Source: an optimization exercise on an open RTL-to-GDS flow (aim: small area, a short achievable clock period and few clock cycles). Production flows keep margins and buffers that such runs may drop. Where RTL was checked, it was by simulation tests only, not by an equivalence proof against the original. Power is estimated from default activity; no workload was simulated.

==> build 90: inputs <==
==> flow/design.v (excerpt) <==
module duty_cycled_particle_averager
(
    input  wire logic        clk,
    input  wire logic        rst_n,
    input  wire logic        s_tvalid,
    output logic             s_tready,
    input  wire logic [87:0] s_tdata,
    output logic             m_tvalid,
    input  wire logic        m_tready,
    output logic      [63:0] m_tdata,
    input  wire logic        psel,
    input  wire logic        penable,
    input  wire logic        pwrite,
    input  wire logic [3:0]  paddr,
    input  wire logic [31:0] pwdata,
    output logic      [31:0] prdata,
    output logic             pready
);
    localparam int MW = dcpa_pkg::MassW;
    logic [dcpa_pkg::TimeW-1:0] wake_interval_reg;
    logic [dcpa_pkg::TimeW-1:0] warmup_delay_reg;
    logic [dcpa_pkg::TimeW-1:0] read_window_reg;
    logic [1:0]       rsel_reg;
    logic             pready_reg;
    logic [2:0]       wsel_reg;
    logic             accum;
    logic             div_step;
    logic             div_last;
    logic             enable;
    logic             published;
    logic [dcpa_pkg::CountW-1:0] count;
    logic [dcpa_pkg::CountW-1:0] divisor;
    logic [dcpa_pkg::CountW+1:0] divisor3;
    logic [MW-1:0]    mass_pm1;
    logic [MW-1:0]    mass_pm25;
    logic [MW-1:0]    mass_pm10;
    logic [MW-1:0]    avg_pm1;
    logic [MW-1:0]    avg_pm25;
    logic [MW-1:0]    avg_pm10;
    always_ff @(posedge clk or negedge rst_n)
    begin
        if (!rst_n)
        begin
            wake_interval_reg <= dcpa_pkg::WakeIntervalRst;
            warmup_delay_reg  <= dcpa_pkg::WarmupDelayRst;
            read_window_reg   <= dcpa_pkg::ReadWindowRst;
            pready_reg        <= 1'b0;
            wsel_reg          <= '0;
        end
        else
        begin
  ...
clock: 8.0 ns
lec_check: 0
abc_area: 1
cap_margin: 20
core_margin: 2
core_utilization: 60
cts_cluster_diameter: 80
cts_cluster_size: 30
setup_slack_margin: 4.3
slew_margin: 20
run.sh (not shown) runs the stock make flow with config.mk's settings and CLKGATE_MAP_FILE= SYNTH_SCRIPT=/design/flow/synth_recipe.tcl, a recipe that flattens the netlist after the stock synthesis.
==> inputs of build 46, as changes to build 90 <==
--- a/flow/design.v
+++ b/flow/design.v
@@ -73,21 +73,22 @@
     always_ff @(posedge clk or negedge rst_n)
     begin
         if (!rst_n)
         begin
             sum_reg <= '0;
             avg_reg <= '0;
         end
+        else if (div_last)
+        begin
+            sum_reg <= '0;
+            avg_reg <= div_next[MW-1:0];
+        end
         else if (div_step)
         begin
-            sum_reg <= div_last ? '0 : div_next;
-            if (div_last)
-            begin
-                avg_reg <= div_next[MW-1:0];
-            end
+            sum_reg <= div_next;
         end
         else if (accum)
         begin
             sum_reg <= sum_reg + SW'(mass);
         end
     end
     assign avg = avg_reg;
@@ -97,14 +98,15 @@
 `default_nettype none
 module dcpa_ctrl
 (
     input  wire logic                        clk,
     input  wire logic                        rst_n,
     input  wire logic                        in_valid,
     output logic                             in_ready,
+    output logic                             in_ready_port,
     input  wire logic [dcpa_pkg::TimeW-1:0]  now_ms,
     input  wire logic                        first_tick,
     input  wire logic                        reading_valid,
     input  wire logic [dcpa_pkg::TimeW-1:0]  wake_interval_ms,
     input  wire logic [dcpa_pkg::TimeW-1:0]  warmup_delay_ms,
     input  wire logic [dcpa_pkg::TimeW-1:0]  read_window_ms,
     input  wire logic                        out_ready,
@@ -160,15 +162,16 @@
     logic [CW+1:0]     divisor3_reg;
     logic [CW+1:0]     divisor3_next;
     logic              t_valid_next;
     logic              stale_next;
     logic              busy_next;
     logic              pend_next;
     assign fire     = t_valid && !busy_reg && !pend_reg && !stale_reg;
-    assign in_ready = ready_reg;
+    assign in_ready      = !held_reg;
+    assign in_ready_port = ready_reg;
     assign taken    = out_valid_reg && out_ready;
     assign out_free = !out_valid_reg || out_ready;
     assign elapsed_src = held_reg ? t_now : now_ms;
     assign elapsed_new = elapsed_src - wake_time_reg;
     always_ff @(posedge clk)
     begin
         window_end_reg <= {1'b0, warmup_delay_ms} + {1'b0, read_window_ms};
@@ -185,15 +188,15 @@
     assign last       = (step_reg == dcpa_pkg::StepW'(dcpa_pkg::DivCycles - 1));
     assign enable_next = wake || (enable_reg && !close);
     assign count_inc   = count_reg + 1'b1;
     assign count_next  = take ? count_inc : count_reg;
     assign divisor3_next = take ? (divisor3_reg + (CW+2)'(3)) : divisor3_reg;
     assign accum    = fire && take;
     assign div_step = (busy_reg && (!last || out_free)) || (fire && publish);
-    assign div_last = last;
+    assign div_last = busy_reg && last && out_free;
     assign t_valid_next = in_ready ? in_valid : t_valid;
     assign stale_next   = fire && wake && in_valid;
     assign busy_next    = fire ? publish : (busy_reg && !(div_step && last));
     assign pend_next    = (fire && !publish && !out_free) || (pend_reg && !out_ready);
     always_ff @(posedge clk or negedge rst_n)
     begin
         if (!rst_n)
@@ -322,17 +325,18 @@
     output logic      [31:0] prdata,
     output logic             pready
 );
     localparam int MW = dcpa_pkg::MassW;
     logic [dcpa_pkg::TimeW-1:0] wake_interval_reg;
     logic [dcpa_pkg::TimeW-1:0] warmup_delay_reg;
     logic [dcpa_pkg::TimeW-1:0] read_window_reg;
-    logic [1:0]       rsel_reg;
+    logic [31:0]      prdata_reg;
     logic             pready_reg;
     logic [2:0]       wsel_reg;
+    logic             in_ready;
     logic             accum;
     logic             div_step;
     logic             div_last;
     logic             enable;
     logic             published;
     logic [dcpa_pkg::CountW-1:0] count;
     logic [dcpa_pkg::CountW-1:0] divisor;
@@ -378,31 +382,29 @@
             begin
                 read_window_reg <= pwdata;
             end
         end
     end
     always_ff @(posedge clk)
     begin
-        rsel_reg <= paddr[3:2];
-    end
-    always_comb
-    begin
-        case (rsel_reg)
-            dcpa_pkg::RegWakeInterval: prdata = wake_interval_reg;
-            dcpa_pkg::RegWarmupDelay:  prdata = warmup_delay_reg;
-            dcpa_pkg::RegReadWindow:   prdata = read_window_reg;
-            default:                   prdata = '0;
+        case (paddr[3:2])
+            dcpa_pkg::RegWakeInterval: prdata_reg <= wake_interval_reg;
+            dcpa_pkg::RegWarmupDelay:  prdata_reg <= warmup_delay_reg;
+            dcpa_pkg::RegReadWindow:   prdata_reg <= read_window_reg;
+            default:                   prdata_reg <= '0;
         endcase
     end
+    assign prdata = prdata_reg;
     assign pready = pready_reg;
     dcpa_ctrl u_ctrl (
         .clk              (clk),
         .rst_n            (rst_n),
         .in_valid         (s_tvalid),
-        .in_ready         (s_tready),
+        .in_ready         (in_ready),
+        .in_ready_port    (s_tready),
         .now_ms           (s_tdata[31:0]),
         .first_tick       (s_tdata[32]),
         .reading_valid    (s_tdata[33]),
         .wake_interval_ms (wake_interval_reg),
         .warmup_delay_ms  (warmup_delay_reg),
         .read_window_ms   (read_window_reg),
         .out_ready        (m_tready),
@@ -414,15 +416,15 @@
         .published        (published),
         .count            (count),
         .divisor          (divisor),
         .divisor3         (divisor3)
     );
     always_ff @(posedge clk)
     begin
-        if (s_tready)
+        if (in_ready)
         begin
             mass_pm1  <= s_tdata[49:34];
             mass_pm25 <= s_tdata[65:50];
             mass_pm10 <= s_tdata[81:66];
         end
     end
     dcpa_lane u_lane_pm1 (
==> flow/flow/run.sh (new file) <==
#!/bin/bash
# The standard layout (the standard.sh, all steps through finish), with
# the port buffers that placement inserts made of sky130_fd_sc_hd__buf_2
# cells instead of the buffer_ports default. Every port still gets its own
# buffer. make's full output goes to layout.log in the work folder; ORFS's
# per-step logs stay under orfs/logs/.
set -euo pipefail
bash standard.sh "BUFFER_PORTS_ARGS=-buffer_cell sky130_fd_sc_hd__buf_2" finish > layout.log 2>&1
==> flow/standard.sh (new file) <==
#!/bin/bash
# synth_recipe.tcl (not shown) runs the flow's synth.tcl, then flattens the netlist and writes it again
# the make line also repeats each setting of config.mk as NAME=value (left out here)
make -C /OpenROAD-flow-scripts/flow DESIGN_CONFIG=/design/flow/config.mk WORK_HOME=/design/flow/orfs CLKGATE_MAP_FILE= SYNTH_SCRIPT=/design/flow/synth_recipe.tcl "${@:-finish}"
- CTS_CLUSTER_DIAMETER: 80 -> 60
- CTS_CLUSTER_SIZE: 30 -> 20
- SETUP_SLACK_MARGIN: 4.3 -> 4.8
removed: flow/run.sh
==> inputs of build 20, as changes to build 90 <==
==> flow/design.v (replaced) <==
`timescale 1ns / 1ps
`default_nettype none
package dcpa_pkg;
    localparam int MassW      = 16;
    localparam int SumW       = 24;
    localparam int CountW     = 8;
    localparam int TimeW      = 32;
    localparam int MaxSamples = 255;
    localparam int DivRadixBits = 1;
    localparam int DivCycles    = MassW / DivRadixBits;
    localparam int StepW        = $clog2(DivCycles);
    localparam logic [1:0] RegWakeInterval = 2'd0;
    localparam logic [1:0] RegWarmupDelay  = 2'd1;
    localparam logic [1:0] RegReadWindow   = 2'd2;
    localparam logic [TimeW-1:0] WakeIntervalRst = 32'd300000;
    localparam logic [TimeW-1:0] WarmupDelayRst  = 32'd30000;
    localparam logic [TimeW-1:0] ReadWindowRst   = 32'd10000;
endpackage
`default_nettype wire
`timescale 1ns / 1ps
`default_nettype none
module dcpa_lane
(
    input  wire logic                        clk,
    input  wire logic                        rst_n,
    input  wire logic                        accum,
    input  wire logic                        div_step,
    input  wire logic                        div_last,
    input  wire logic [dcpa_pkg::MassW-1:0]  mass,
    input  wire logic [dcpa_pkg::CountW-1:0] divisor,
    output logic      [dcpa_pkg::MassW-1:0]  avg
);
    localparam int MW = dcpa_pkg::MassW;
    localparam int CW = dcpa_pkg::CountW;
    localparam int SW = dcpa_pkg::SumW;
    logic [SW-1:0] sum_reg;
    logic [SW-1:0] div_next;
    logic [MW-1:0] avg_reg;
    always_comb
    begin
        logic [SW-1:0] r;
        logic [CW:0]   sh;
        r = sum_reg;
        for (int i = 0; i < dcpa_pkg::DivRadixBits; i++)
        begin
            sh = {r[SW-1:MW], r[MW-1]};
            if (sh >= {1'b0, divisor})
            begin
                sh = sh - {1'b0, divisor};
                r  = {sh[CW-1:0], r[MW-2:0], 1'b1};
            end
            else
            begin
                r  = {sh[CW-1:0], r[MW-2:0], 1'b0};
            end
        end
        div_next = r;
    end
    always_ff @(posedge clk or negedge rst_n)
    begin
        if (!rst_n)
        begin
            sum_reg <= '0;
            avg_reg <= '0;
        end
        else if (div_step)
        begin
            sum_reg <= div_last ? '0 : div_next;
            if (div_last)
            begin
                avg_reg <= div_next[MW-1:0];
            end
        end
        else if (accum)
        begin
            sum_reg <= sum_reg + SW'(mass);
        end
    end
    assign avg = avg_reg;
endmodule
`default_nettype wire
`timescale 1ns / 1ps
`default_nettype none
module dcpa_ctrl
(
    input  wire logic                        clk,
    input  wire logic                        rst_n,
    input  wire logic                        in_valid,
    output logic                             in_ready,
    input  wire logic [dcpa_pkg::TimeW-1:0]  now_ms,
    input  wire logic                        first_tick,
    input  wire logic                        reading_valid,
    input  wire logic [dcpa_pkg::TimeW-1:0]  wake_interval_ms,
    input  wire logic [dcpa_pkg::TimeW-1:0]  warmup_delay_ms,
    input  wire logic [dcpa_pkg::TimeW-1:0]  read_window_ms,
    input  wire logic                        out_ready,
    output logic                             out_valid,
    output logic                             accum,
    output logic                             div_step,
    output logic                             div_last,
    output logic                             enable,
    output logic                             published,
    output logic      [dcpa_pkg::CountW-1:0] count,
    output logic      [dcpa_pkg::CountW-1:0] divisor
);
    localparam int TW = dcpa_pkg::TimeW;
    localparam int CW = dcpa_pkg::CountW;
    logic              t_valid;
    logic [TW-1:0]     t_now;
    logic              t_first;
    logic              t_rv;
    logic [TW-1:0]     wake_time_reg;
    logic              enable_reg;
    logic              done_reg;
    logic [CW-1:0]     count_reg;
    logic              busy_reg;
    logic [dcpa_pkg::StepW-1:0] step_reg;
    logic              pend_reg;
    logic              out_valid_reg;
    logic [CW-1:0]     out_count_reg;
    logic              out_pub_reg;
    logic              out_enable_reg;
    logic [TW-1:0]     elapsed;
    logic [TW:0]       window_end;
    logic              wake;
    logic              close;
    logic              publish;
    logic              in_window;
    logic              take;
    logic              fire;
    logic              last;
    logic              taken;
    logic              out_free;
    logic              enable_next;
    logic [CW-1:0]     count_next;
    assign fire     = t_valid && !busy_reg && !pend_reg;
    assign in_ready = !t_valid || (!busy_reg && !pend_reg);
    assign taken    = out_valid_reg && out_ready;
    assign out_free = !out_valid_reg || out_ready;
    assign elapsed    = t_now - wake_time_reg;
    assign window_end = {1'b0, warmup_delay_ms} + {1'b0, read_window_ms};
    assign wake       = t_first || (elapsed >= wake_interval_ms);
    assign close      = !wake && ({1'b0, elapsed} >= window_end) && !done_reg;
    assign publish    = close && (count_reg != '0);
    assign in_window  = wake ? ((warmup_delay_ms == '0) && (window_end != '0))
                             : ((elapsed >= warmup_delay_ms) && ({1'b0, elapsed} < window_end));
    assign take       = t_rv && in_window && (count_reg != CW'(dcpa_pkg::MaxSamples));
    assign last       = (step_reg == dcpa_pkg::StepW'(dcpa_pkg::DivCycles - 1));
    assign enable_next = wake || (enable_reg && !close);
    assign count_next  = count_reg + CW'(take);
    assign accum    = fire && take;
    assign div_step = busy_reg && (!last || out_free);
    assign div_last = last;
    always_ff @(posedge clk or negedge rst_n)
    begin
        if (!rst_n)
        begin
            t_valid <= 1'b0;
        end
        else if (in_ready)
        begin
            t_valid <= in_valid;
        end
    end
    always_ff @(posedge clk)
    begin
        if (in_ready)
        begin
            t_now   <= now_ms;
            t_first <= first_tick;
            t_rv    <= reading_valid;
        end
    end
    always_ff @(posedge clk or negedge rst_n)
    begin
        if (!rst_n)
        begin
            wake_time_reg  <= '0;
            enable_reg     <= 1'b0;
            done_reg       <= 1'b0;
            count_reg      <= '0;
            busy_reg       <= 1'b0;
            step_reg       <= '0;
            pend_reg       <= 1'b0;
            out_valid_reg  <= 1'b0;
            out_count_reg  <= '0;
            out_pub_reg    <= 1'b0;
            out_enable_reg <= 1'b0;
        end
        else
        begin
            if (taken)
            begin
                out_valid_reg <= 1'b0;
            end
            if (fire)
            begin
                if (wake)
                begin
                    wake_time_reg <= t_now;
                end
                enable_reg <= enable_next;
                done_reg   <= !wake && (done_reg || close);
                count_reg  <= count_next;
                busy_reg   <= publish;
                if (!publish)
                begin
                    if (out_free)
                    begin
                        out_valid_reg  <= 1'b1;
                        out_count_reg  <= count_next;
                        out_pub_reg    <= 1'b0;
                        out_enable_reg <= enable_next;
                    end
                    else
                    begin
                        pend_reg <= 1'b1;
                    end
                end
            end
            if (pend_reg && out_ready)
            begin
                pend_reg       <= 1'b0;
                out_valid_reg  <= 1'b1;
                out_count_reg  <= count_reg;
                out_pub_reg    <= 1'b0;
                out_enable_reg <= enable_reg;
            end
            if (div_step)
            begin
                step_reg <= step_reg + 1'b1;
                if (last)
                begin
                    busy_reg       <= 1'b0;
                    count_reg      <= '0;
                    out_valid_reg  <= 1'b1;
                    out_count_reg  <= '0;
                    out_pub_reg    <= 1'b1;
                    out_enable_reg <= enable_reg;
                end
            end
        end
    end
    assign out_valid = out_valid_reg;
    assign enable    = out_enable_reg;
    assign published = out_pub_reg;
    assign count     = out_count_reg;
    assign divisor   = count_reg;
endmodule
`default_nettype wire
`timescale 1ns / 1ps
`default_nettype none
module duty_cycled_particle_averager
(
    input  wire logic        clk,
    input  wire logic        rst_n,
    input  wire logic        s_tvalid,
    output logic             s_tready,
    input  wire logic [87:0] s_tdata,
    output logic             m_tvalid,
    input  wire logic        m_tready,
    output logic      [63:0] m_tdata,
    input  wire logic        psel,
    input  wire logic        penable,
    input  wire logic        pwrite,
    input  wire logic [3:0]  paddr,
    input  wire logic [31:0] pwdata,
    output logic      [31:0] prdata,
    output logic             pready
);
    localparam int MW = dcpa_pkg::MassW;
    logic [dcpa_pkg::TimeW-1:0] wake_interval_reg;
    logic [dcpa_pkg::TimeW-1:0] warmup_delay_reg;
    logic [dcpa_pkg::TimeW-1:0] read_window_reg;
    logic [31:0]      prdata_reg;
    logic             pready_reg;
    logic [2:0]       wsel_reg;
    logic             accum;
    logic             div_step;
    logic             div_last;
    logic             enable;
    logic             published;
    logic [dcpa_pkg::CountW-1:0] count;
    logic [dcpa_pkg::CountW-1:0] divisor;
    logic [MW-1:0]    mass_pm1;
    logic [MW-1:0]    mass_pm25;
    logic [MW-1:0]    mass_pm10;
    logic [MW-1:0]    avg_pm1;
    logic [MW-1:0]    avg_pm25;
    logic [MW-1:0]    avg_pm10;
    always_ff @(posedge clk or negedge rst_n)
    begin
        if (!rst_n)
        begin
            wake_interval_reg <= dcpa_pkg::WakeIntervalRst;
            warmup_delay_reg  <= dcpa_pkg::WarmupDelayRst;
            read_window_reg   <= dcpa_pkg::ReadWindowRst;
            pready_reg        <= 1'b0;
            wsel_reg          <= '0;
        end
        else
        begin
            pready_reg <= psel && penable && !pready_reg;
            wsel_reg   <= '0;
            if (psel && penable && pwrite && !pready_reg)
            begin
                case (paddr[3:2])
                    dcpa_pkg::RegWakeInterval: wsel_reg <= 3'b001;
                    dcpa_pkg::RegWarmupDelay:  wsel_reg <= 3'b010;
                    dcpa_pkg::RegReadWindow:   wsel_reg <= 3'b100;
                    default: ;
                endcase
            end
            if (wsel_reg[0])
            begin
                wake_interval_reg <= pwdata;
            end
            if (wsel_reg[1])
            begin
                warmup_delay_reg <= pwdata;
            end
            if (wsel_reg[2])
            begin
                read_window_reg <= pwdata;
            end
        end
    end
    always_ff @(posedge clk)
    begin
        case (paddr[3:2])
            dcpa_pkg::RegWakeInterval: prdata_reg <= wake_interval_reg;
            dcpa_pkg::RegWarmupDelay:  prdata_reg <= warmup_delay_reg;
            dcpa_pkg::RegReadWindow:   prdata_reg <= read_window_reg;
            default:                   prdata_reg <= '0;
        endcase
    end
    assign prdata = prdata_reg;
    assign pready = pready_reg;
    dcpa_ctrl u_ctrl (
        .clk              (clk),
        .rst_n            (rst_n),
        .in_valid         (s_tvalid),
        .in_ready         (s_tready),
        .now_ms           (s_tdata[31:0]),
        .first_tick       (s_tdata[32]),
        .reading_valid    (s_tdata[33]),
        .wake_interval_ms (wake_interval_reg),
        .warmup_delay_ms  (warmup_delay_reg),
        .read_window_ms   (read_window_reg),
        .out_ready        (m_tready),
        .out_valid        (m_tvalid),
        .accum            (accum),
        .div_step         (div_step),
        .div_last         (div_last),
        .enable           (enable),
        .published        (published),
        .count            (count),
        .divisor          (divisor)
    );
    always_ff @(posedge clk)
    begin
        if (s_tready)
        begin
            mass_pm1  <= s_tdata[49:34];
            mass_pm25 <= s_tdata[65:50];
            mass_pm10 <= s_tdata[81:66];
        end
    end
    dcpa_lane u_lane_pm1 (
        .clk      (clk),
        .rst_n    (rst_n),
        .accum    (accum),
        .div_step (div_step),
        .div_last (div_last),
        .mass     (mass_pm1),
        .divisor  (divisor),
        .avg      (avg_pm1)
    );
    dcpa_lane u_lane_pm25 (
        .clk      (clk),
        .rst_n    (rst_n),
        .accum    (accum),
        .div_step (div_step),
        .div_last (div_last),
        .mass     (mass_pm25),
        .divisor  (divisor),
        .avg      (avg_pm25)
    );
    dcpa_lane u_lane_pm10 (
        .clk      (clk),
        .rst_n    (rst_n),
        .accum    (accum),
        .div_step (div_step),
        .div_last (div_last),
        .mass     (mass_pm10),
        .divisor  (divisor),
        .avg      (avg_pm10)
    );
    assign m_tdata = {6'd0, count, avg_pm10, avg_pm25, avg_pm1, published, enable};
endmodule
`default_nettype wire
- ABC_AREA: 1 -> unset
- ABC_CLOCK_PERIOD_IN_PS: unset -> 3500
- CTS_CLUSTER_DIAMETER: 80 -> unset
- CTS_CLUSTER_SIZE: 30 -> unset
- SETUP_SLACK_MARGIN: 4.3 -> unset
==> comparison <==
Clock skew, highest first: build 90, build 46, build 20. Utilization, lowest first: build 46, build 90, build 20. Between build 20 and build 46, the lower maximum frequency is in build 20 (gap 57%, measured against build 46). Against build 46, the register-to-register slack of build 20 is worse by 4300 ps. The lowest combinational power belongs to build 20, the highest to build 90. Between build 20 and build 46, the lower worst hold slack is in build 46 (gap 10 ps). The highest synthesized area belongs to build 46, the lowest to build 20. Clock power: build 46 is higher than build 20 (about 5%). Global-route usage: build 90 > build 46 > build 20. Between build 90 and build 20, the lower non-clock buffer count is in build 20 (gap 25). Build 46 completed with no timing, DRC or antenna violations. Build 90 finished with timing, DRC and antenna clean. Build 20 produced a clean layout.
==> figures <==
metric	build 20	build 90	build 46
Worst setup margin	551 ps	4220 ps	4780 ps
Wire length reported by the detailed router	69,000 um	88,400 um	88,100 um
Share of power burned in the clock network	15.4%	12.0%	13.6%
Multi-input gate share of the layout cell area	46.0%	47.7%	48.0%
Status	timing/DRC/antenna clean	timing/DRC/antenna clean	timing/DRC/antenna clean
Post-CTS Repair Setup Buffers	0	26	34
R2r setup slk	550 ps	4450 ps	4850 ps
Sequential fraction of total cell area	35.7%	33.2%	34.1%
Total stage count of the critical path	30	6	16
Crit path from	u_ctrl.t_now[0]	rsel_reg[1]	s_tdata[0]
Vert. Die Dim	205 um	224 um	225 um
Pre-antenna DRT Iters	5	6	8
Final clock-cell share	5.07%	3.61%	4.31%
Leak Pwr	12.5 nW	15.9 nW	16.4 nW
Count of plain and timing-repair buffers	238	263	295
Layout-to-synthesis area ratio	1.166x	1.157x	1.147x
Post-layout nets	3,146	4,280	4,352
Highest fanout seen on the critical path	6	6	3
Internal power	0.00710 W	0.00773 W	0.00805 W
CP startpoint kind	register	register	input pin
Power in sequential cells	0.00315 W	0.00407 W	0.00420 W
Worst Hold Margin	442 ps	443 ps	432 ps
Testbench counts of build 46, summed over its fixed seeds: cycles 9,553.
Only the layout flow was run in build 90 and build 20; the RTL was not checked for function there.

[port drivers added, routing unchanged]
Ports are ideal in the flow. The routed layouts listed here were re-timed in OpenROAD.
Step 1, drivers: a clkbuf_16 drives clk and a buf_2 each remaining input, both assumed.
Step 2, shift: input delay + t, output delay - t, t = (earliest + latest rising clock arrival at the registers) / 2. This alone moves slack from input paths to output paths.
Three values: no drivers, after step 1, after step 2; two values: the first two.
| run | shift t [ns] | setup WS [ns] | slew at the worst register clock pin (ns) |
|---|---|---|---|
| build 90 | 0.667 | 4.216 / 4.157 / 3.775 | 0.11 / 0.11 |
| build 46 | 0.642 | 4.776 / 4.800 / 4.158 | 0.08 / 0.08 |
| build 20 | 0.637 | 0.551 / 0.551 / 0.551 | 0.06 / 0.06 |
After both steps setup and hold are still met in every run listed. The setup slack of build 46, which loses most, moves by +0.024 ns with the drivers and by -0.618 ns with both steps.
